This design comes from an exercise in tuning for small area on the open sky130 flow, not from production work.
Function was checked by simulation only, so behaviour that the tests miss may differ from the original.
Power is estimated from default activity; no workload was simulated.

==> design/flow/design.v <==
`timescale 1ns/1ps
`default_nettype none
package notePkg;
	typedef logic [9:0] noteCoord;
	typedef logic [7:0] pixelXCoord;
	typedef logic [6:0] pixelYCoord;
	typedef logic [5:0] noteNumber;
	typedef logic [2:0] pixelColor;
	localparam int noteSpacing = 10;
	localparam int noteWidth = 2;
	localparam int noteHeight = 2;
	localparam pixelColor noteColor = 3'b011;
	localparam pixelColor backgroundColor = 3'b000;
endpackage
`default_nettype wire
`timescale 1ns/1ps
`default_nettype none
module carryPg
(
	input wire logic a,
	input wire logic b,
	output logic g,
	output logic p
);
	assign g = a && b;
	assign p = a ^ b;
endmodule
module carryMerge
(
	input wire logic gHigh,
	input wire logic pHigh,
	input wire logic gLow,
	input wire logic pLow,
	output logic g,
	output logic p
);
	assign g = gHigh || (pHigh && gLow);
	assign p = pHigh && pLow;
endmodule
module carryMergeG
(
	input wire logic gHigh,
	input wire logic pHigh,
	input wire logic gLow,
	output logic g
);
	assign g = gHigh || (pHigh && gLow);
endmodule
module queryAdder
(
	input wire logic [8:0] a,
	input wire logic [6:0] b,
	output logic [8:0] sum
);
	logic [6:0] g;
	logic [6:0] p;
	logic [7:1] carry;
	logic g32, p32, g54, p54, g64, p64;
	for (genvar i = 0; i < 7; i++)
	begin : bits
		carryPg pg (.a(a[i]), .b(b[i]), .g(g[i]), .p(p[i]));
	end
	assign carry[1] = g[0];
	carryMergeG m10 (.gHigh(g[1]), .pHigh(p[1]), .gLow(g[0]), .g(carry[2]));
	carryMerge m32 (.gHigh(g[3]), .pHigh(p[3]), .gLow(g[2]), .pLow(p[2]), .g(g32), .p(p32));
	carryMerge m54 (.gHigh(g[5]), .pHigh(p[5]), .gLow(g[4]), .pLow(p[4]), .g(g54), .p(p54));
	carryMergeG m20 (.gHigh(g[2]), .pHigh(p[2]), .gLow(carry[2]), .g(carry[3]));
	carryMergeG m30 (.gHigh(g32), .pHigh(p32), .gLow(carry[2]), .g(carry[4]));
	carryMerge m64 (.gHigh(g[6]), .pHigh(p[6]), .gLow(g54), .pLow(p54), .g(g64), .p(p64));
	carryMergeG m40 (.gHigh(g[4]), .pHigh(p[4]), .gLow(carry[4]), .g(carry[5]));
	carryMergeG m50 (.gHigh(g54), .pHigh(p54), .gLow(carry[4]), .g(carry[6]));
	carryMergeG m60 (.gHigh(g64), .pHigh(p64), .gLow(carry[4]), .g(carry[7]));
	assign sum[0] = p[0];
	assign sum[6:1] = p[6:1] ^ carry[6:1];
	assign sum[7] = a[7] ^ carry[7];
	assign sum[8] = a[8] ^ (a[7] && carry[7]);
endmodule
module lowestSetBit
(
	input wire logic [8:0] value,
	output logic [8:0] lowest
);
	logic low4;
	logic high4;
	assign low4 = |value[3:0];
	assign high4 = |value[7:4];
	assign lowest[0] = value[0];
	assign lowest[1] = value[1] && !value[0];
	assign lowest[2] = value[2] && !(|value[1:0]);
	assign lowest[3] = value[3] && !(|value[2:0]);
	assign lowest[4] = value[4] && !low4;
	assign lowest[5] = value[5] && !(low4 || value[4]);
	assign lowest[6] = value[6] && !(low4 || (|value[5:4]));
	assign lowest[7] = value[7] && !(low4 || (|value[6:4]));
	assign lowest[8] = !(low4 || high4);
endmodule
`default_nettype wire
`timescale 1ns/1ps
`default_nettype none
module noteHold
(
	input wire logic stored,
	input wire logic write,
	input wire logic hold,
	input wire logic flipData,
	output logic next
);
	assign next = !((stored || write) && (hold || flipData));
endmodule
`default_nettype wire
`timescale 1ns/1ps
`default_nettype none
module hitZeros3
(
	input wire logic [2:0] stored,
	input wire logic [2:0] must0,
	output logic ok
);
	assign ok = !((stored[0] && must0[0]) || (stored[1] && must0[1]) || (stored[2] && must0[2]));
endmodule
module hitZeros2
(
	input wire logic [1:0] stored,
	input wire logic [1:0] must0,
	output logic ok
);
	assign ok = !((stored[0] && must0[0]) || (stored[1] && must0[1]));
endmodule
module hitOnes2Chain
(
	input wire logic [1:0] stored,
	input wire logic [1:0] mustNot1,
	input wire logic okIn,
	output logic bad
);
	assign bad = !((stored[0] || mustNot1[0]) && (stored[1] || mustNot1[1]) && okIn);
endmodule
module hitOnes2
(
	input wire logic [1:0] stored,
	input wire logic [1:0] mustNot1,
	output logic bad
);
	assign bad = !((stored[0] || mustNot1[0]) && (stored[1] || mustNot1[1]));
endmodule
module hitOnes1
(
	input wire logic stored,
	input wire logic mustNot1,
	output logic ok
);
	assign ok = stored || mustNot1;
endmodule
module hitNone4
(
	input wire logic [3:0] bad,
	output logic ok
);
	assign ok = !(|bad);
endmodule
module hitAll3
(
	input wire logic [2:0] ok,
	output logic miss
);
	assign miss = !(&ok);
endmodule
module noteMatch
(
	input wire logic [16:0] stored,
	input wire logic [16:0] must0,
	input wire logic [16:0] mustNot1,
	output logic miss
);
	logic [2:0] yZerosOk;
	logic [3:0] yBad;
	logic yOk;
	logic [2:0] xZerosOk;
	logic [3:0] xBad;
	logic xOk;
	logic lastOk;
	hitZeros3 yZeros0 (.stored(stored[11:9]), .must0(must0[11:9]), .ok(yZerosOk[0]));
	hitZeros3 yZeros1 (.stored(stored[14:12]), .must0(must0[14:12]), .ok(yZerosOk[1]));
	hitZeros2 yZeros2 (.stored(stored[16:15]), .must0(must0[16:15]), .ok(yZerosOk[2]));
	hitOnes2Chain yOnes0 (.stored(stored[10:9]), .mustNot1(mustNot1[10:9]), .okIn(yZerosOk[0]), .bad(yBad[0]));
	hitOnes2Chain yOnes1 (.stored(stored[12:11]), .mustNot1(mustNot1[12:11]), .okIn(yZerosOk[1]), .bad(yBad[1]));
	hitOnes2Chain yOnes2 (.stored(stored[14:13]), .mustNot1(mustNot1[14:13]), .okIn(yZerosOk[2]), .bad(yBad[2]));
	hitOnes2 yOnes3 (.stored(stored[16:15]), .mustNot1(mustNot1[16:15]), .bad(yBad[3]));
	hitNone4 yAll (.bad(yBad), .ok(yOk));
	hitZeros3 xZeros0 (.stored(stored[2:0]), .must0(must0[2:0]), .ok(xZerosOk[0]));
	hitZeros3 xZeros1 (.stored(stored[5:3]), .must0(must0[5:3]), .ok(xZerosOk[1]));
	hitZeros3 xZeros2 (.stored(stored[8:6]), .must0(must0[8:6]), .ok(xZerosOk[2]));
	hitOnes2Chain xOnes0 (.stored(stored[1:0]), .mustNot1(mustNot1[1:0]), .okIn(xZerosOk[0]), .bad(xBad[0]));
	hitOnes2Chain xOnes1 (.stored(stored[3:2]), .mustNot1(mustNot1[3:2]), .okIn(xZerosOk[1]), .bad(xBad[1]));
	hitOnes2Chain xOnes2 (.stored(stored[5:4]), .mustNot1(mustNot1[5:4]), .okIn(xZerosOk[2]), .bad(xBad[2]));
	hitOnes2 xOnes3 (.stored(stored[7:6]), .mustNot1(mustNot1[7:6]), .bad(xBad[3]));
	hitOnes1 xOnes4 (.stored(stored[8]), .mustNot1(mustNot1[8]), .ok(lastOk));
	hitNone4 xAll (.bad(xBad), .ok(xOk));
	hitAll3 all (.ok({yOk, xOk, lastOk}), .miss(miss));
endmodule
`default_nettype wire
`timescale 1ns/1ps
`default_nettype none
module objetoNotas
(
	input wire logic clk,
	input wire logic reset,
	input wire logic [5:0] numeroNota,
	input wire logic [9:0] posicionYNotaCancion1,
	input wire logic cuente,
	input wire logic movimientoIzquierda,
	input wire logic movimientoDerecha,
	input wire logic [7:0] x,
	input wire logic [6:0] y,
	output logic [2:0] color,
	output logic notaActiva
);
	localparam int noteCount = 23;
	localparam logic [7:0] emptyCode = 8'h81;
	function automatic logic [8:0] add9(input logic [8:0] a, input logic [8:0] b);
		logic carry;
		carry = 1'b0;
		for (int i = 0; i < 9; i++)
		begin
			add9[i] = a[i] ^ b[i] ^ carry;
			carry = (a[i] && b[i]) || (carry && (a[i] ^ b[i]));
		end
	endfunction
	logic [8:0] scrollPhase;
	logic phase;
	logic [noteCount-1:0][16:0] noteStore;
	logic hit;
	logic [noteCount-1:0] writeSlot;
	logic [8:0] slotHalfX;
	logic [8:0] loadHalfX;
	logic [6:0] loadY;
	logic [2:0] loadYThermo;
	logic [7:0] loadYCode;
	logic [16:0] writeData;
	for (genvar i = 0; i < noteCount; i++)
	begin : decode
		assign writeSlot[i] = reset || (cuente && (numeroNota == 6'(i + 1)));
	end
	assign slotHalfX = 9'(numeroNota) + {1'b0, numeroNota, 2'b00};
	assign loadHalfX = scrollPhase + slotHalfX;
	assign loadY = posicionYNotaCancion1[6:0];
	assign loadYThermo = {loadY[1:0] == 2'd3, loadY[1], loadY[1:0] != 2'd0};
	logic [4:0] loadRow;
	logic [8:0] loadHalfXFlip;
	assign loadRow = loadY[6:2] ^ {phase, 1'b0, phase, 1'b0, phase};
	assign loadYCode = {loadRow ^ (loadRow >> 1), loadYThermo ^ {3{loadY[2] ^ phase}}};
	assign loadHalfXFlip = loadHalfX ^ {phase, 1'b0, phase, 1'b0, phase, 1'b0, phase, 1'b0, phase};
	assign writeData[8:0] = loadHalfXFlip ^ (loadHalfXFlip >> 1);
	assign writeData[16:9] = (reset || (posicionYNotaCancion1[9:7] != 3'd0)) ? (emptyCode ^ {8{phase}}) : loadYCode;
	logic [noteCount-1:0] holdSlot;
	logic [noteCount-1:0][16:0] noteNext;
	for (genvar i = 0; i < noteCount; i++)
	begin : slot
		assign holdSlot[i] = !writeSlot[i];
		for (genvar b = 0; b < 17; b++)
		begin : bits
			noteHold hold (
				.stored(noteStore[i][b]),
				.write(writeSlot[i]),
				.hold(holdSlot[i]),
				.flipData(writeData[b]),
				.next(noteNext[i][b])
			);
		end
		always_ff @(posedge clk)
		begin
			noteStore[i] <= noteNext[i];
		end
	end
	always_ff @(posedge clk)
	begin
		phase <= !phase;
	end
	logic scrollRight;
	assign scrollRight = !movimientoIzquierda;
	always_ff @(posedge clk)
	begin
		if (!cuente && (movimientoIzquierda || movimientoDerecha))
		begin
			scrollPhase <= add9(scrollPhase, {{6{scrollRight}}, !scrollRight, scrollRight, 1'b1});
		end
	end
	logic [8:0] queryHalfX;
	logic twoColumns;
	logic [8:0] queryHalfXFlip;
	logic [8:0] xGray;
	logic [8:0] xLowest;
	logic [8:0] xFree;
	logic [4:0] row;
	logic [4:0] rowFlip;
	logic [4:0] rowGray;
	logic [4:0] rowLowest;
	logic [4:0] rowFree;
	logic [1:0] yLow;
	logic [2:0] lowFree;
	logic [16:0] must1;
	logic [16:0] must0;
	logic [noteCount-1:0] noteMiss;
	queryAdder addQuery (.a(scrollPhase), .b(x[7:1]), .sum(queryHalfX));
	assign twoColumns = !x[0] && (x[7:1] != 7'd0);
	lowestSetBit lowest (.value(queryHalfX), .lowest(xLowest));
	assign xFree = twoColumns ? xLowest : 9'd0;
	assign queryHalfXFlip = queryHalfX ^ {phase, 1'b0, phase, 1'b0, phase, 1'b0, phase, 1'b0, phase};
	assign xGray = queryHalfXFlip ^ (queryHalfXFlip >> 1);
	assign row = y[6:2];
	assign rowFlip = row ^ {phase, 1'b0, phase, 1'b0, phase};
	assign rowGray = rowFlip ^ (rowFlip >> 1);
	for (genvar b = 0; b < 5; b++)
	begin : rowLow
		assign rowLowest[b] = row[b] && (row[b:0] == 5'(1 << b));
	end
	assign rowFree = y[1] ? 5'd0 : rowLowest;
	assign yLow = y[1:0];
	always_comb
	begin
		case (yLow)
			2'd0: lowFree = 3'b100;
			2'd1: lowFree = 3'b001;
			2'd2: lowFree = 3'b011;
			default: lowFree = 3'b110;
		endcase
	end
	logic [16:0] cubeValue;
	logic [16:0] cubeFree;
	assign cubeValue = {rowGray, {3{y[2] ^ (yLow == 2'd3) ^ phase}}, xGray};
	assign cubeFree = {rowFree, lowFree, xFree};
	assign must1 = (cubeValue & ~cubeFree) | {reset, 16'd0};
	assign must0 = (~cubeValue & ~cubeFree) | {reset, 16'd0};
	for (genvar i = 0; i < noteCount; i++)
	begin : test
		noteMatch match (
			.stored(noteStore[i]),
			.must0(must0),
			.mustNot1(~must1),
			.miss(noteMiss[i])
		);
	end
	always_ff @(posedge clk)
	begin
		hit <= !(&noteMiss);
	end
	assign notaActiva = hit;
	assign color = {1'b0, hit, hit};
endmodule
`default_nettype wire
==> design/flow/flow/run.sh <==
#!/bin/bash
# Standard layout, with its own clock-tree options and one extra step
# between synthesis and floorplan: every
# combinational cell that synthesis upsized goes back to its smallest drive
# strength (flow/downsize.py); the standard timing and design repair of the
# later steps upsizes or buffers again wherever it is needed.
set -euo pipefail
here=$(pwd)
bash standard.sh synth > "$here/synth.log" 2>&1
results=$(ls -d "$here"/orfs/results/*/objetoNotas/base)
platform_dir="$FLOW_HOME/platforms/$FLOW_PLATFORM"
python3 flow/downsize.py "$results/1_2_yosys.v" "$platform_dir/lib/sky130_fd_sc_hd__tt_025C_1v80.lib" > "$here/downsize.log" 2>&1
# Clock tree: larger sink clusters on clkbuf_8 and no dummy loads (the
# standard flow's H-tree balancing adds dozens of them)
export CTS_ARGS="-sink_clustering_enable -repair_clock_nets -sink_clustering_size 15 -sink_clustering_max_diameter 80 -buf_list sky130_fd_sc_hd__clkbuf_8 -dont_use_dummy_load"
# Port buffers: every input and output still gets one, as in the standard
# flow, but a plain buf_1 rather than the delay cell the flow picks by itself
export BUFFER_PORTS_ARGS="-buffer_cell sky130_fd_sc_hd__buf_1"
bash standard.sh > "$here/layout.log" 2>&1
==> design/flow/config.mk <==
export PLATFORM = sky130hd
export DESIGN_NAME = objetoNotas
export DESIGN_NICKNAME = objetoNotas
export VERILOG_FILES = /design/flow/design.v
export SDC_FILE = /design/flow/constraint.sdc
export NUM_CORES = 4
export LEC_CHECK = 0
export CAP_MARGIN = 0
export CORE_MARGIN = 2
export CORE_UTILIZATION = 40
export GPL_TIMING_DRIVEN = 0
export SLEW_MARGIN = 0
export SYNTH_HIERARCHICAL = 1
==> design/flow/standard.sh <==
#!/bin/bash
# synth_recipe.tcl (not shown) runs the flow's synth.tcl, then flattens the netlist and writes it again
# the make line also repeats each setting of config.mk as NAME=value (left out here)
make -C /OpenROAD-flow-scripts/flow DESIGN_CONFIG=/design/flow/config.mk WORK_HOME=/design/flow/orfs CLKGATE_MAP_FILE= SYNTH_SCRIPT=/design/flow/synth_recipe.tcl "${@:-finish}"
==> design/flow/constraint.sdc <==
create_clock -name core_clock -period 5.0 [get_ports {clk}]
set_input_delay 1.0000 -clock core_clock [delete_from_list [all_inputs] [get_ports {clk}]]
set_output_delay 1.0000 -clock core_clock [all_outputs]
set_load 0.01 [all_outputs]
==> design/flow/flow/downsize.py <==
#!/usr/bin/env python3
"""Swap combinational cells in a netlist for the smallest cell of the same
function (same base name, another drive strength) that the platform allows,
where the cell drives at most MAX_FANOUT pins. Flip-flops, buffers and
inverters are left alone, and so are cells that drive more pins, which
synthesis sized for their load; timing repair later in the flow upsizes
again wherever timing or slew needs it."""
import re, sys

MAX_FANOUT = 3
netlist, lib = sys.argv[1], sys.argv[2]
# the platform's dont-use cells: low-power and probe cells
dont_use = ["sky130_fd_sc_hd__lpflow_*", "sky130_fd_sc_hd__probe*"]
area = {}
for chunk in re.split(r'\n\s*cell\s*\(', open(lib).read())[1:]:
    name = re.match(r'\s*"?(\w+)"?\s*\)', chunk)
    a = re.search(r'\n\s*area\s*:\s*([\d.]+)', chunk)
    if name and a:
        area[name.group(1)] = float(a.group(1))
banned = set()
for pat in dont_use:
    rx = re.compile('^' + pat.replace('*', '.*') + '$')
    banned |= {c for c in area if rx.match(c)}
keep = re.compile(r'sky130_fd_sc_hd__(df|edf|sdf|dl|buf|clkbuf|inv|clkinv|bufinv|conb|tap|fill|decap|diode|dly|clkdly)')
best = {}
for c in area:
    if c in banned or keep.match(c):
        continue
    m = re.match(r'(sky130_fd_sc_hd__\w+?)_(\d+)$', c)
    if not m:
        continue
    base = m.group(1)
    key = (area[c], -int(m.group(2)))
    if base not in best or key < best[base][0]:
        best[base] = (key, c)

text = open(netlist).read()
inst_rx = re.compile(r'^(\s*)(sky130_fd_sc_hd__\w+)(\s+\S+\s*\()(.*?)\);', re.M | re.S)
conn_rx = re.compile(r'\.(\w+)\(([^()]*)\)')
outputs = {'X', 'Y', 'Q', 'Q_N', 'COUT', 'SUM', 'HI', 'LO'}
loads = {}
for m in inst_rx.finditer(text):
    for pin, net in conn_rx.findall(m.group(4)):
        if pin not in outputs:
            net = net.strip()
            loads[net] = loads.get(net, 0) + 1
count = 0
def swap(m):
    global count
    cell = m.group(2)
    b = re.match(r'(sky130_fd_sc_hd__\w+?)_(\d+)$', cell)
    if not b or keep.match(cell) or b.group(1) not in best:
        return m.group(0)
    fanout = max([loads.get(net.strip(), 0) for pin, net in conn_rx.findall(m.group(4)) if pin in outputs] or [0])
    if fanout > MAX_FANOUT:
        return m.group(0)
    new = best[b.group(1)][1]
    if new == cell:
        return m.group(0)
    count += 1
    return m.group(1) + new + m.group(3) + m.group(4) + ');'
text = inst_rx.sub(swap, text)
open(netlist, 'w').write(text)
print(f"downsize: {count} cells swapped")
==> flow_summary.toml, run 1 <==
[global_routing]
first_global_vias = 14688
antenna_found_initial = 0
grt_pass1_wl_mm = 88.6
grt_max_degree = 24
grt.total_usage = 0.273
grt_overflow = 0

[sta]
hold_viol_final = 0
period_share = 0.940
rsz0062_at_grt = "false"
min_period_ps = 4700
max_freq_mhz = 213
clock_skew_ps = 49.4
slew_viol_final = 0
tightest_slew_ps = 1400
slew_headroom = 0.0623
hold_slack_ps = 474
setup_viol = 0

[clocking]
post_cts_buffers = 0
cts-resized-gates = 0
cts_hold_buf = 0
numCtsBuffers = 30
htreeDepth = 1
cts.sinks = 402
insertion_delay_ps = 630
clock_path_buffers = 3
cts_tree = "built"
clock-root-buffer = "clkbuf_8"
clk_pin_slew_ps = 100

[route]
via_per_inst = 7.22
drt_iter0_drc = 2142
vias = 15460
wl_per_cell_um = 27.5
final_antenna_net_count = 0
routed_wl_mm = 59.0
drc = 0
dr.pass1.iters = 9

[setup_path]
endpoint_kind = "flop"
start_kind = "flop"
cp_num_buf_inv = 0
critPathSlowestCell = "nand2_1"
worst-setup-path-type = "reg2reg"
path_cells = "ha_1, a21o_1, a21o_1, a21o_1, ha_1, xor2_1, xor2_1, xor2_1, nand2_1, o22ai_1, nor4_1, nand3_1, nand4_1, nor4_1, nand2_1"
cpLargestDelayFamily = "simple AND/OR/NAND/NOR gates"
crit_path_max_incr_delay_ps = 810
r2r_cells = 15
cp.required_ps = 5460
crit_arrival_ps = 5160
crit_fanout = 23
cp.depth = 15

[synth]
ys_warn_count = 7
synthCells = 1521
avgSynthCellArea_sq_um = 10.7
syn-num-nets = 1591
syn-cell-area_sq_um = 16200

[die]
die-area_sq_um = 42200
rows = 73
start_util = 0.406
die_x_um = 205
core_sq_um = 39900
io_pins = 40
die_h_um = 205

[placement]
postPlaceCellArea_sq_um = 17800
placed_cells = 2111
gp_congestion = 0.831
hpwl_mm = 37.4
portBuffers = 36

[layout]
final_cell_area_sq_um = 18200
layout.nets = 1688
antenna_cells = 0
instances_no_fill = 2141
drive_gt1_frac = 0.0798
area_growth_pct = 12.3

[flow_run]
max_cap_violations = 0

[hold_path]
whs_path_depth = 1
hold_class = "reg2reg"

[pwr]
power.internal_w = 0.00694
power_frac_comb = 0.473
p_clk_frac = 0.124
p_per_area_nw_per_um2 = 680
p_seq_frac = 0.403
fin_total_pwr_w = 0.0124
p_leak_nw = 6.45
peakVddDrop_uv = 654
power.switching_w = 0.00543
p_sw_frac = 0.439

[outcome]
outcome = "complete, no violations"
[metrics by stage]
| stage | TNS, ps | worst slack, ps | utilization |
|---|---|---|---|
| after floorplan | 0 | 668 | - |
| after global placement | -86050 | -1470 | 0.426 |
| after detailed placement | -233 | -161 | 0.446 |
| after CTS | 0 | 380 | 0.456 |
| after global routing | 0 | 55.8 | 0.456 |
| final | 0 | 299 | 0.456 |
[worst register-to-register path, cell delays in order, from the launching register on]
cell	delay (ps)
edfxtp_1	500
ha_1	360
a21o_1	220
a21o_1	210
a21o_1	170
ha_1	180
xor2_1	170
xor2_1	310
xor2_1	310
nand2_1	810
o22ai_1	390
nor4_1	90
nand3_1	120
nand4_1	180
nor4_1	390
nand2_1	170
[state kept, by name, indices dropped and copies added (netlist names)]
| register | cells |
|---|---|
| hit | 1 |
| phase | 1 |
| noteStore | 391 |
| scrollPhase | 9 |
[power by group through the flow]
stage / sequential, W / clock, W / combinational [W]
2_1_floorplan: 0.00483 / 0 / 0.00345
3_3_place_gp: 0.00498 / 0 / 0.00517
3_5_place_dp: 0.00502 / 0 / 0.00566
4_1_cts: 0.00495 / 0.00157 / 0.00568
5_1_grt: 0.00510 / 0.00168 / 0.00611
6_report: 0.00498 / 0.00154 / 0.00586
[routing by layer]
metal | share of wire | routed length (um) | track usage
met1 | 0.41 | 24000 | 0.358
met3 | 0.089 | 5240 | 0.0341
met5 | 0 | 0 | 0
met2 | 0.46 | 27300 | 0.454
met4 | 0.041 | 2430 | 0.118
[final timing paths]
| check | from | to | slack, ps |
|---|---|---|---|
| max | scrollPhase[1]$_DFFE_PP_ | hit$_DFF_P_ | 300 |
| min | noteStore[339]$_DFF_P_ | noteStore[339]$_DFF_P_ | 470 |
| max reg2reg | scrollPhase[1]$_DFFE_PP_ | hit$_DFF_P_ | 300 |
| min reg2reg | noteStore[339]$_DFF_P_ | noteStore[339]$_DFF_P_ | 470 |
[cell usage in the layout, fill, tap and decap left out, types with 9 or more instances in the layout]
cell type  instances
clkbuf_8          30
o22ai_1          437
a22oi_1           23
ha_1              22
nand3_1           25
buf_1             36
nor2_1            16
a21o_1            36
a222oi_1         115
fa_1              12
nor4_1            51
dfxtp_1          393
buf_16             9
o221ai_1         138
or2_2             23
nand2_1           34
edfxtp_1           9
xnor2_1           24
inv_1             43
buf_8             15
xor2_1            21
xnor2_2           15
[area by class of cell]
cell class,count,area (sq um)
Inverter,43,161
Sequential cell,402,8140
Buffer,14,80.1
Fill cell,3776,21700
Clock buffer,30,413
Tap cell,525,657
Timing Repair Buffer,65,664
Multi-Input combinational cell,1062,8100
==> run 2, diff against run 1 <==
--- a/design/flow/flow/run.sh
+++ b/design/flow/flow/run.sh
@@ -13,7 +13,7 @@
 # Clock tree: larger sink clusters on clkbuf_8 and no dummy loads (the
 # standard flow's H-tree balancing adds dozens of them)
-export CTS_ARGS="-sink_clustering_enable -repair_clock_nets -sink_clustering_size 15 -sink_clustering_max_diameter 80 -buf_list sky130_fd_sc_hd__clkbuf_8 -dont_use_dummy_load"
+export CTS_ARGS="-sink_clustering_enable -repair_clock_nets -sink_clustering_size 18 -sink_clustering_max_diameter 90 -buf_list sky130_fd_sc_hd__clkbuf_8 -dont_use_dummy_load"
 # Port buffers: every input and output still gets one, as in the standard
-# flow, but a plain buf_1 rather than the delay cell the flow picks by itself
-export BUFFER_PORTS_ARGS="-buffer_cell sky130_fd_sc_hd__buf_1"
+# flow, but a plain buf_2 rather than the delay cell the flow picks by itself
+export BUFFER_PORTS_ARGS="-buffer_cell sky130_fd_sc_hd__buf_2"
 bash standard.sh > "$here/layout.log" 2>&1
--- a/design/flow/config.mk
+++ b/design/flow/config.mk
@@ -6,8 +6,8 @@
 export NUM_CORES = 4
 export LEC_CHECK = 0
-export CAP_MARGIN = 0
+export CAP_MARGIN = 5
 export CORE_MARGIN = 2
 export CORE_UTILIZATION = 40
 export GPL_TIMING_DRIVEN = 0
-export SLEW_MARGIN = 0
+export SLEW_MARGIN = 5
 export SYNTH_HIERARCHICAL = 1
==> flow_summary.toml, run 2 <==
[sta]
setup_slack_ps = 326
tightest_slew_ps = 1410
max_freq_mhz = 214
period_share = 0.935
setup_viol = 0
hold_slack_ps = 474
min_period_ps = 4670
rsz0062_at_grt = "false"
slew_viol_final = 0
clock_skew_ps = 46.5
hold_viol_final = 0
slew_headroom = 0.0571

[clocking]
post_cts_buffers = 0
cts_hold_buf = 0
clock-root-buffer = "clkbuf_8"
insertion_delay_ps = 620
clk_pin_slew_ps = 110
numCtsBuffers = 26
clock_path_buffers = 3
cts_tree = "built"
htreeDepth = 1
cts.sinks = 402

[route]
wl_met1_mm = 23.6
vias = 15532
met2RoutedLength_mm = 28.0
via_per_inst = 7.24
drc = 0
drt_iter0_drc = 2475
final_antenna_net_count = 0
wl_per_cell_um = 27.7
routed_wl_mm = 59.4
dr_wl_met3_mm = 5.46
top_layer = "met4"
dr.pass1.iters = 8

[die]
io_pins = 40
die-area_sq_um = 42200
die_h_um = 205
rows = 73
start_util = 0.406
die_x_um = 205
core_sq_um = 39900

[hold_path]
hold_class = "reg2reg"

[setup_path]
crit_top_cell = "a21o_1"
critPathSlowestCell = "nand2_1"
endpoint_kind = "flop"
worst-setup-path-type = "reg2reg"
crit_path_max_incr_delay_ps = 810
cpLargestDelayFamily = "simple AND/OR/NAND/NOR gates"
cp_num_buf_inv = 0
crit_arrival_ps = 5160
cp.required_ps = 5480
start_kind = "flop"
crit_fanout = 23
path_cells = "ha_1, a21o_1, a21o_1, a21o_1, xor2_1, xnor2_1, xnor2_1, nand2_1, o22ai_1, nor4_1, nand3_1, nand4_1, nor4_1, nand2_1"

[synth]
ys_warn_count = 7
syn-num-nets = 1591
avgSynthCellArea_sq_um = 10.7
syn-cell-area_sq_um = 16200
synthCells = 1521

[placement]
portBuffers = 36
gp_congestion = 0.797
post-place-ws_ps = -269
hpwl_mm = 37.1

[layout]
largest_register = "noteStore"
layout.nets = 1692
top_regs = "noteStore x391, scrollPhase x9"
fin_util = 0.459
final_common_cell = "o22ai_1"
largest_reg_flops = 391
layout_common_cells = "o22ai_1 (437), dfxtp_1 (393), o221ai_1 (138)"
drive_gt1_frac = 0.105
area_growth_pct = 13.0

[global_routing]
grt.total_usage = 0.276
grt_overflow = 0
antenna_found_initial = 1
grt_max_degree = 24
first_global_vias = 14679
grt_pass1_wl_mm = 88.0

[pwr]
p_leak_nw = 6.58
peakVddDrop_uv = 674
p_per_area_nw_per_um2 = 683

[outcome]
outcome = "complete, no violations"

[flow_run]
max_cap_violations = 0
-- run 2: per-layer routing --
layer,vias up,global-route usage
li1,6832,-
met1,7594,0.357
met2,907,0.457
met3,199,0.0399
met4,0,0.121
met5,-,0
-- run 2: worst paths after layout --
| check | cells after the start | slack [ps] | endpoint | from |
|---|---|---|---|---|
| setup / recovery | 14 | 330 | hit$_DFF_P_ | scrollPhase[1]$_DFFE_PP_ |
| hold / removal | 1 | 470 | noteStore[76]$_DFF_P_ | noteStore[76]$_DFF_P_ |
| setup reg to reg | 14 | 330 | hit$_DFF_P_ | scrollPhase[1]$_DFFE_PP_ |
| hold reg to reg | 1 | 470 | noteStore[76]$_DFF_P_ | noteStore[76]$_DFF_P_ |
-- run 2: stage by stage --
stage,TNS (ps),area (sq um),total power [W],cells
2_1_floorplan,0,16200,0.00829,1521
3_3_place_gp,-83770,17100,0.0102,2082
3_5_place_dp,-269,18000,0.0109,2119
4_1_cts,0,18300,0.0123,2145
5_1_grt,0,18300,0.0130,2146
6_report,0,18300,0.0125,2146
-- run 2: what timing repair did --
| action | 4_1_cts | 5_1_grt |
|---|---|---|
| endpoints found under the hold margin | 0 | 0 |
| resized for setup | 0 | 1 |
| setup endpoints to repair | 0 | 1 |
-- run 2: area by class of cell --
cell class,instances,area (sq um)
sequential,402,8140
multi-input combinational,1062,8140
antenna,1,2.50
buffer,14,80.1
tap,525,657
clock buffer,26,358
inverter,43,161
timing repair buffer,73,793
fill,3738,21600
-- run 2: power breakdown --
part	switching [W]	internal (W)
registers	0.000747	0.00423
clock network	0.000994	0.000468
logic	0.00373	0.00235
==> run 3, diff against run 2 <==
--- a/design/flow/design.v
+++ b/design/flow/design.v
@@ -144,12 +144,4 @@
 	assign bad = !((stored[0] || mustNot1[0]) && (stored[1] || mustNot1[1]));
 endmodule
-module hitOnes1
-(
-	input wire logic stored,
-	input wire logic mustNot1,
-	output logic ok
-);
-	assign ok = stored || mustNot1;
-endmodule
 module hitNone4
 (
@@ -159,10 +151,13 @@
 	assign ok = !(|bad);
 endmodule
-module hitAll3
+module hitLast
 (
-	input wire logic [2:0] ok,
+	input wire logic stored,
+	input wire logic mustNot1,
+	input wire logic okA,
+	input wire logic okB,
 	output logic miss
 );
-	assign miss = !(&ok);
+	assign miss = !((stored || mustNot1) && okA && okB);
 endmodule
 module noteMatch
@@ -179,5 +174,4 @@
 	logic [3:0] xBad;
 	logic xOk;
-	logic lastOk;
 	hitZeros3 yZeros0 (.stored(stored[11:9]), .must0(must0[11:9]), .ok(yZerosOk[0]));
 	hitZeros3 yZeros1 (.stored(stored[14:12]), .must0(must0[14:12]), .ok(yZerosOk[1]));
@@ -195,7 +189,6 @@
 	hitOnes2Chain xOnes2 (.stored(stored[5:4]), .mustNot1(mustNot1[5:4]), .okIn(xZerosOk[2]), .bad(xBad[2]));
 	hitOnes2 xOnes3 (.stored(stored[7:6]), .mustNot1(mustNot1[7:6]), .bad(xBad[3]));
-	hitOnes1 xOnes4 (.stored(stored[8]), .mustNot1(mustNot1[8]), .ok(lastOk));
 	hitNone4 xAll (.bad(xBad), .ok(xOk));
-	hitAll3 all (.ok({yOk, xOk, lastOk}), .miss(miss));
+	hitLast last (.stored(stored[8]), .mustNot1(mustNot1[8]), .okA(yOk), .okB(xOk), .miss(miss));
 endmodule
 `default_nettype wire
--- a/design/flow/flow/run.sh
+++ b/design/flow/flow/run.sh
@@ -13,5 +13,5 @@
 # Clock tree: larger sink clusters on clkbuf_8 and no dummy loads (the
 # standard flow's H-tree balancing adds dozens of them)
-export CTS_ARGS="-sink_clustering_enable -repair_clock_nets -sink_clustering_size 18 -sink_clustering_max_diameter 90 -buf_list sky130_fd_sc_hd__clkbuf_8 -dont_use_dummy_load"
+export CTS_ARGS="-sink_clustering_enable -repair_clock_nets -sink_clustering_size 15 -sink_clustering_max_diameter 80 -buf_list sky130_fd_sc_hd__clkbuf_8 -dont_use_dummy_load"
 # Port buffers: every input and output still gets one, as in the standard
 # flow, but a plain buf_2 rather than the delay cell the flow picks by itself
--- a/design/flow/config.mk
+++ b/design/flow/config.mk
@@ -8,5 +8,5 @@
 export CAP_MARGIN = 5
 export CORE_MARGIN = 2
-export CORE_UTILIZATION = 40
+export CORE_UTILIZATION = 45
 export GPL_TIMING_DRIVEN = 0
 export SLEW_MARGIN = 5
==> flow_summary.toml, run 3 <==
[synth]
syn-num-nets = 1568
avgSynthCellArea_sq_um = 10.8
synthCells = 1498
ys_warn_count = 7
syn-cell-area_sq_um = 16100

[route]
drt_iter0_drc = 2229
drc = 0
wl_per_cell_um = 29.2
routed_wl_mm = 60.1
final_antenna_net_count = 0
via_per_inst = 7.53
dr.pass1.iters = 13
vias = 15512

[clocking]
cts_tree = "built"
clock_path_buffers = 3
clock-root-buffer = "clkbuf_8"
clk_pin_slew_ps = 100
cts_hold_buf = 0
insertion_delay_ps = 650
htreeDepth = 1
cts.sinks = 402
numCtsBuffers = 30

[die]
start_util = 0.455
die_h_um = 193
die-area_sq_um = 37400
rows = 69
core_sq_um = 35500
die_x_um = 193
io_pins = 40

[sta]
slew_headroom = 0.0356
setup_viol = 0
period_share = 0.971
min_period_ps = 4850
slew_viol_final = 0
clock_skew_ps = 15.1
tightest_slew_ps = 1440
hold_slack_ps = 476
hold_viol_final = 0
rsz0062_at_grt = "false"
max_freq_mhz = 206

[global_routing]
grt_max_degree = 24
first_global_vias = 14875
grt_overflow = 0
grt.total_usage = 0.306
grt_pass1_wl_mm = 89.5
antenna_found_initial = 1

[setup_path]
r2r_cells = 14
crit_end = "hit$_DFF_P_"
cp.required_ps = 5480
endpoint_kind = "flop"
reg2reg_to = "hit$_DFF_P_"
worst-setup-path-type = "reg2reg"
crit_arrival_ps = 5340
crit_fanout = 23
start_kind = "flop"
crit_start = "scrollPhase[2]$_DFFE_PP_"
regToRegSetupSlack_ps = 150
rr_startpoint = "scrollPhase[2]$_DFFE_PP_"

[layout]
largest_register = "noteStore"
top_regs = "noteStore x391, scrollPhase x9"
layout.nets = 1670
n_fill_cell = 3236
area_growth_pct = 12.4
layout_common_cells = "o22ai_1 (437), dfxtp_1 (393), o221ai_1 (138)"
final_cell_area_sq_um = 18100
final_common_cell = "o22ai_1"
largest_reg_flops = 391
drive_gt1_frac = 0.0945
fin_util = 0.511
antenna_cells = 0

[pwr]
p_per_area_nw_per_um2 = 690
peakVddDrop_uv = 648
p_leak_nw = 6.52

[placement]
gp_congestion = 0.804
portBuffers = 36
hpwl_mm = 37.4
postPlaceCellArea_sq_um = 17700

[hold_path]
hold_class = "reg2reg"

[flow_run]
max_cap_violations = 0

[outcome]
outcome = "complete, no violations"
run 3: changes by cell type in the layout (fill, tap and decap cells not counted), moves of 2 or more:
cell,previous run,this run
nand3_1,25,2
o211ai_1,1,24
or2_2,23,0
clkbuf_8,26,30
buf_16,9,6
nand2_1,33,30
nand2_2,1,4
nor2_2,0,2
nor2_4,2,0
run 3: timing repair:
item / 4_1_cts / 5_1_grt
buffers inserted: 0 / 0
gates resized for setup: 0 / 3
setup endpoints to repair: 0 / 1
run 3: report_power, final:
group	internal, W	leakage [nW]	total (W)	switching [W]
clock network	0.000535	0.216	0.00157	0.00104
registers	0.00423	3.40	0.00500	0.000767
logic	0.00220	2.90	0.00594	0.00375
run 3: stage by stage:
step	worst slack (ps)	TNS (ps)	instances	power [W]
global route	44.4	0	2059	0.0129
CTS	56.8	0	2059	0.0123
floorplan	620	0	1498	0.00822
detailed placement	-536	-536	2029	0.0107
global placement	-1440	-64670	1995	0.0101
finish	145	0	2059	0.0125
run 3: how the worst min path moves through the flow:
stage	startpoint	to	slack [ps]	cells after the start
after floorplan	noteStore[105]$_DFF_P_	noteStore[105]$_DFF_P_	440	1
after global placement	noteStore[171]$_DFF_P_	noteStore[171]$_DFF_P_	450	1
after detailed placement	noteStore[230]$_DFF_P_	noteStore[230]$_DFF_P_	460	1
after CTS	noteStore[319]$_DFF_P_	noteStore[319]$_DFF_P_	480	1
after global routing	noteStore[384]$_DFF_P_	noteStore[384]$_DFF_P_	490	1
final	noteStore[246]$_DFF_P_	noteStore[246]$_DFF_P_	480	1
run 3: critical path: stages (launching register included):
cell	delay [ps]
edfxtp_1	520
ha_1	380
and2_1	150
a21o_1	220
a21o_1	180
xor2_1	240
xnor2_1	150
xnor2_1	300
nand2_1	890
o221ai_1	510
nor4_1	90
o211ai_1	140
nand4_1	220
nor4_1	510
nand2_1	190
run 3: layout make-up:
type | count | area [sq um] | share of cell area
timing repair buffer | 70 | 719 | 0.0397
multi-input combinational | 1039 | 8050 | 0.444
clock buffer | 30 | 413 | 0.0228
buffer | 14 | 80.1 | 0.00442
sequential | 402 | 8140 | 0.449
inverter | 43 | 161 | 0.00890
tap | 461 | 577 | 0.0318
run 3: routing by layer:
metal  GRT usage  vias to the layer above  part of all wire
met3      0.0471                      213             0.095
met1       0.405                     7596              0.41
li1            -                     6797                 -
met5           0                        -           0.00027
met2       0.490                      904              0.45
met4       0.148                        2             0.042
==> run 4, diff against run 3 <==
--- a/design/flow/config.mk
+++ b/design/flow/config.mk
@@ -6,8 +6,8 @@
 export NUM_CORES = 4
 export LEC_CHECK = 0
-export CAP_MARGIN = 5
+export CAP_MARGIN = 0
 export CORE_MARGIN = 2
 export CORE_UTILIZATION = 45
 export GPL_TIMING_DRIVEN = 0
-export SLEW_MARGIN = 5
+export SLEW_MARGIN = 0
 export SYNTH_HIERARCHICAL = 1
==> flow_summary.toml, run 4 <==
[clocking]
cts-resized-gates = 0
clock-root-buffer = "clkbuf_8"
cts_tree = "built"
cts_hold_buf = 0
clock_path_buffers = 3
post_cts_buffers = 0
htreeDepth = 1
insertion_delay_ps = 640
clk_pin_slew_ps = 110
cts.sinks = 402
numCtsBuffers = 30

[sta]
min_period_ps = 4840
slew_viol_final = 0
period_share = 0.967
setup_viol = 0
rsz0062_at_grt = "false"
max_freq_mhz = 207
final.setup.tns_ps = 0
hold_viol_final = 0
clock_skew_ps = 50.4
tightest_slew_ps = 1450
slew_headroom = 0.0299

[layout]
layout_common_cells = "o22ai_1 (437), dfxtp_1 (393), o221ai_1 (138)"
area_growth_pct = 11.7
n_fill_cell = 3260
final_common_cell = "o22ai_1"
fin_util = 0.508
largest_register = "noteStore"
antenna_cells = 0
top_regs = "noteStore x391, scrollPhase x9"
drive_gt1_frac = 0.0903
multi_input_area_sq_um = 8020
seq_area_sq_um = 8140
largest_reg_flops = 391
layout.nets = 1666

[placement]
hpwl_mm = 36.7
portBuffers = 36
gp_congestion = 0.804

[pwr]
power.internal_w = 0.00679
power_frac_comb = 0.466
p_per_area_nw_per_um2 = 681
peakVddDrop_uv = 637
p_leak_nw = 6.47
p_sw_frac = 0.447
p_seq_frac = 0.407
power.switching_w = 0.00548
p_clk_frac = 0.127

[global_routing]
grt.total_usage = 0.305
grt_overflow = 0
grt_max_degree = 24
antenna_found_initial = 0
grt_pass1_wl_mm = 89.7
first_global_vias = 14889

[setup_path]
crit_fanout = 23
path_cells = "ha_1, a21o_1, a21o_1, a21o_1, xor2_1, xnor2_1, xnor2_1, nand2_1, o22ai_1, nor4_1, o211ai_1, nand4_1, nor4_1, nand2_1"
worst-setup-path-type = "reg2reg"
endpoint_kind = "flop"
cp.required_ps = 5490
crit_top_cell = "a21o_1"
start_kind = "flop"
crit_arrival_ps = 5330
crit_path_max_incr_delay_ps = 850
critPathSlowestCell = "nand2_1"

[route]
wl_per_cell_um = 29.0
final_antenna_net_count = 0
dr.pass1.iters = 11
routed_wl_mm = 59.5
vias = 15431
via_per_inst = 7.51
drt_iter0_drc = 2360
drc = 0

[die]
io_pins = 40
core_sq_um = 35500
rows = 69
start_util = 0.455
die-area_sq_um = 37400
die_x_um = 193
die_h_um = 193

[synth]
avgSynthCellArea_sq_um = 10.8
synthCells = 1498
ys_warn_count = 7
syn-cell-area_sq_um = 16100
syn-num-nets = 1568

[hold_path]
hold_class = "reg2reg"

[flow_run]
max_cap_violations = 0

[outcome]
outcome = "complete, no violations"
run 4: path summary, 6_finish.rpt:
kind / to / slack (ps) / depth (start not counted) / startpoint
max: hit$_DFF_P_ / 160 / 14 / scrollPhase[1]$_DFFE_PP_
min reg2reg: noteStore[129]$_DFF_P_ / 480 / 1 / noteStore[129]$_DFF_P_
min: noteStore[129]$_DFF_P_ / 480 / 1 / noteStore[129]$_DFF_P_
max reg2reg: hit$_DFF_P_ / 160 / 14 / scrollPhase[1]$_DFFE_PP_
run 4: final cells by class:
type | instances | area share
Multi-Input combinational cell | 1039 | 0.445
Sequential cell | 402 | 0.451
Buffer | 14 | 0.00444
Tap cell | 461 | 0.0320
Timing Repair Buffer | 66 | 0.0352
Clock buffer | 30 | 0.0229
Inverter | 43 | 0.00895
run 4: power by group through the flow:
stage | Clock, W | Combinational [W] | Sequential, W
after CTS | 0.00159 | 0.00548 | 0.00496
after detailed placement | 0 | 0.00547 | 0.00503
after global routing | 0.00171 | 0.00592 | 0.00511
final | 0.00156 | 0.00572 | 0.00499
after floorplan | 0 | 0.00338 | 0.00484
after global placement | 0 | 0.00510 | 0.00499
run 4: worst max-delay path, delay by kind of cell (launching register included):
kind / cells / cell delay (ps)
simple gates: 5 / 1840
compound gates: 5 / 1260
xor+xnor: 3 / 790
flops: 1 / 460
fa+ha+maj: 1 / 360
run 4: routing by layer:
metal,part of all wire,track usage
met1,0.41,0.411
met2,0.45,0.489
met3,0.097,0.0455
met4,0.038,0.128
met5,0,0
run 4: stage by stage:
stage / area, sq um / instances / worst slack [ps] / total power [W] / hold WS (ps)
6_report: 18000 / 2055 / 163 / 0.0123 / 476
5_1_grt: 18000 / 2055 / 6.41 / 0.0127 / 493
4_1_cts: 18000 / 2055 / 118 / 0.0120 / 476
3_5_place_dp: 17600 / 2025 / -538 / 0.0105 / 461
3_3_place_gp: 16900 / 1995 / -1440 / 0.0101 / 453
2_1_floorplan: 16100 / 1498 / 620 / 0.00822 / 444
==> run 5, diff against run 4 <==
--- a/design/flow/flow/run.sh
+++ b/design/flow/flow/run.sh
@@ -11,7 +11,7 @@
 platform_dir="$FLOW_HOME/platforms/$FLOW_PLATFORM"
 python3 flow/downsize.py "$results/1_2_yosys.v" "$platform_dir/lib/sky130_fd_sc_hd__tt_025C_1v80.lib" > "$here/downsize.log" 2>&1
-# Clock tree: larger sink clusters on clkbuf_8 and no dummy loads (the
+# Clock tree: larger sink clusters on clkbuf_16 and no dummy loads (the
 # standard flow's H-tree balancing adds dozens of them)
-export CTS_ARGS="-sink_clustering_enable -repair_clock_nets -sink_clustering_size 15 -sink_clustering_max_diameter 80 -buf_list sky130_fd_sc_hd__clkbuf_8 -dont_use_dummy_load"
+export CTS_ARGS="-sink_clustering_enable -repair_clock_nets -sink_clustering_size 25 -sink_clustering_max_diameter 100 -buf_list sky130_fd_sc_hd__clkbuf_16 -dont_use_dummy_load"
 # Port buffers: every input and output still gets one, as in the standard
 # flow, but a plain buf_2 rather than the delay cell the flow picks by itself
==> flow_summary.toml, run 5 <==
[outcome]
outcome = "complete, no violations"

[sta]
hold_viol_final = 0
slew_headroom = 0.0349
tightest_slew_ps = 1440
clock_skew_ps = 52.4
setup_viol = 0
min_period_ps = 4870
max_freq_mhz = 205
slew_viol_final = 0
hold_slack_ps = 474
rsz0062_at_grt = "false"
period_share = 0.975

[route]
routed_wl_mm = 59.2
vias = 15413
via_per_inst = 7.54
dr.pass1.iters = 12
wl_met1_mm = 24.8
final_antenna_net_count = 0
drc = 0
wl_per_cell_um = 29.0
dr_wl_met3_mm = 5.39
top_layer = "met4"
drt_iter0_drc = 2259
met2RoutedLength_mm = 26.8

[clocking]
insertion_delay_ps = 550
clk_pin_slew_ps = 100
clock-root-buffer = "clkbuf_16"
cts.sinks = 402
htreeDepth = 1
clock_path_buffers = 3
cts_tree = "built"
numCtsBuffers = 20

[pwr]
fin_total_pwr_w = 0.0124
p_per_area_nw_per_um2 = 686
peakVddDrop_uv = 664
p_leak_nw = 6.50

[die]
die-area_sq_um = 37400
die_h_um = 193
core_sq_um = 35500
die_x_um = 193
rows = 69
io_pins = 40
start_util = 0.455

[synth]
synthCells = 1498
avgSynthCellArea_sq_um = 10.8
ys_warn_count = 7
syn-cell-area_sq_um = 16100
syn-num-nets = 1568

[placement]
gp_congestion = 0.804
hpwl_mm = 36.7
portBuffers = 36
placed_cells = 2025

[global_routing]
grt_pass1_wl_mm = 89.3
first_global_vias = 14797
grt_overflow = 0
antenna_found_initial = 0
grt_max_degree = 26
grt.total_usage = 0.304

[layout]
fin_util = 0.511
largest_register = "noteStore"
instances_no_fill = 2045
layout.nets = 1656
final_common_cell = "o22ai_1"
largest_reg_flops = 391
layout_common_cells = "o22ai_1 (437), dfxtp_1 (393), o221ai_1 (138)"
n_fill_cell = 3229
drive_gt1_frac = 0.0852
area_growth_pct = 12.3
antenna_cells = 0
top_regs = "noteStore x391, scrollPhase x9"

[setup_path]
critPathSlowestCell = "nand2_1"
crit_arrival_ps = 5270
worst-setup-path-type = "in2reg"
path_cells = "buf_2, ha_1, a21o_1, a21o_1, a21o_1, xor2_1, xnor2_1, xnor2_1, nand2_1, o221ai_1, nor4_1, o211ai_1, nand4_1, nor4_1, nand2_1"
endpoint_kind = "flop"
crit_top_cell = "a21o_1"
crit_fanout = 23
start_kind = "primary input"
cp.required_ps = 5400
cpLargestDelayFamily = "simple AND/OR/NAND/NOR gates"
crit_path_max_incr_delay_ps = 860
cp_num_buf_inv = 1

[hold_path]
hold_class = "reg2reg"

[flow_run]
max_cap_violations = 0
run 5: final cells by class:
| class | instances | area, sq um | share of cell area |
|---|---|---|---|
| buffer | 14 | 80.1 | 0.00442 |
| clock buffer | 20 | 500 | 0.0276 |
| inverter | 43 | 161 | 0.00891 |
| multi-input combinational | 1039 | 8030 | 0.443 |
| sequential | 402 | 8140 | 0.449 |
| tap | 461 | 577 | 0.0318 |
| timing repair buffer | 66 | 634 | 0.0350 |
run 5: final timing paths:
kind	depth (start not counted)	from	end	slack (ps)
max	15	x[2]	hit$_DFF_P_	130
min	1	noteStore[55]$_DFF_P_	noteStore[55]$_DFF_P_	470
max reg2reg	14	scrollPhase[1]$_DFFE_PP_	hit$_DFF_P_	240
min reg2reg	1	noteStore[55]$_DFF_P_	noteStore[55]$_DFF_P_	470
run 5: report_power, final:
part | leakage [nW] | switching [W] | internal [W]
logic | 2.86 | 0.00367 | 0.00202
registers | 3.40 | 0.000763 | 0.00423
clock network | 0.246 | 0.00101 | 0.000718
run 5: stage by stage:
step                TNS [ps]  area [sq um]  worst slack, ps
global route               0         18100             13.1
CTS                        0         18100             50.0
finish                     0         18100              125
global placement      -64670         16900            -1440
floorplan                  0         16100              620
detailed placement      -538         17600             -538
run 5: what timing repair did:
action                     CTS  global route
hold endpoints to repair     0             0
setup buffers                0             0
hold buffers                 0             0
gates resized for setup      0             2
setup endpoints to repair    0             1
run 5: layer usage:
metal	vias up	track usage
li1	6771	-
met1	7568	0.408
met2	880	0.488
met3	194	0.0478
met4	0	0.126
met5	-	0

[what the ideal ports hide]
In the flow no input, the clock included, has a driving cell. The finished layouts below were timed again as built, in two steps.
Step 1: set_driving_cell puts a clkbuf_16 on clk and a buf_2 on each other input, an assumption about the parent block.
Step 2 times the ports against the registers' clock, not the clock port: input delays grow and output delays shrink by t, the midpoint of the rising clock arrivals with the driver on.
Three values: ideal ports, drivers, drivers and shift; two values: the first two.
run | t (ns) | setup slack, ns | worst register clock-pin slew, ns
run 1 | 0.655 | 0.299 / 0.299 / -0.262 | 0.11 / 0.11
run 2 | 0.649 | 0.326 / 0.326 / -0.210 | 0.12 / 0.12
run 3 | 0.689 | 0.145 / 0.145 / -0.449 | 0.10 / 0.10
run 4 | 0.664 | 0.163 / 0.163 / -0.457 | 0.11 / 0.11
run 5 | 0.574 | 0.125 / 0.157 / -0.417 | 0.10 / 0.10
With both steps, setup timing fails in every run listed, where it was met with ideal ports. For run 4, which loses most, drivers alone change the setup slack by 0.000 ns; drivers and shift together by -0.620 ns.
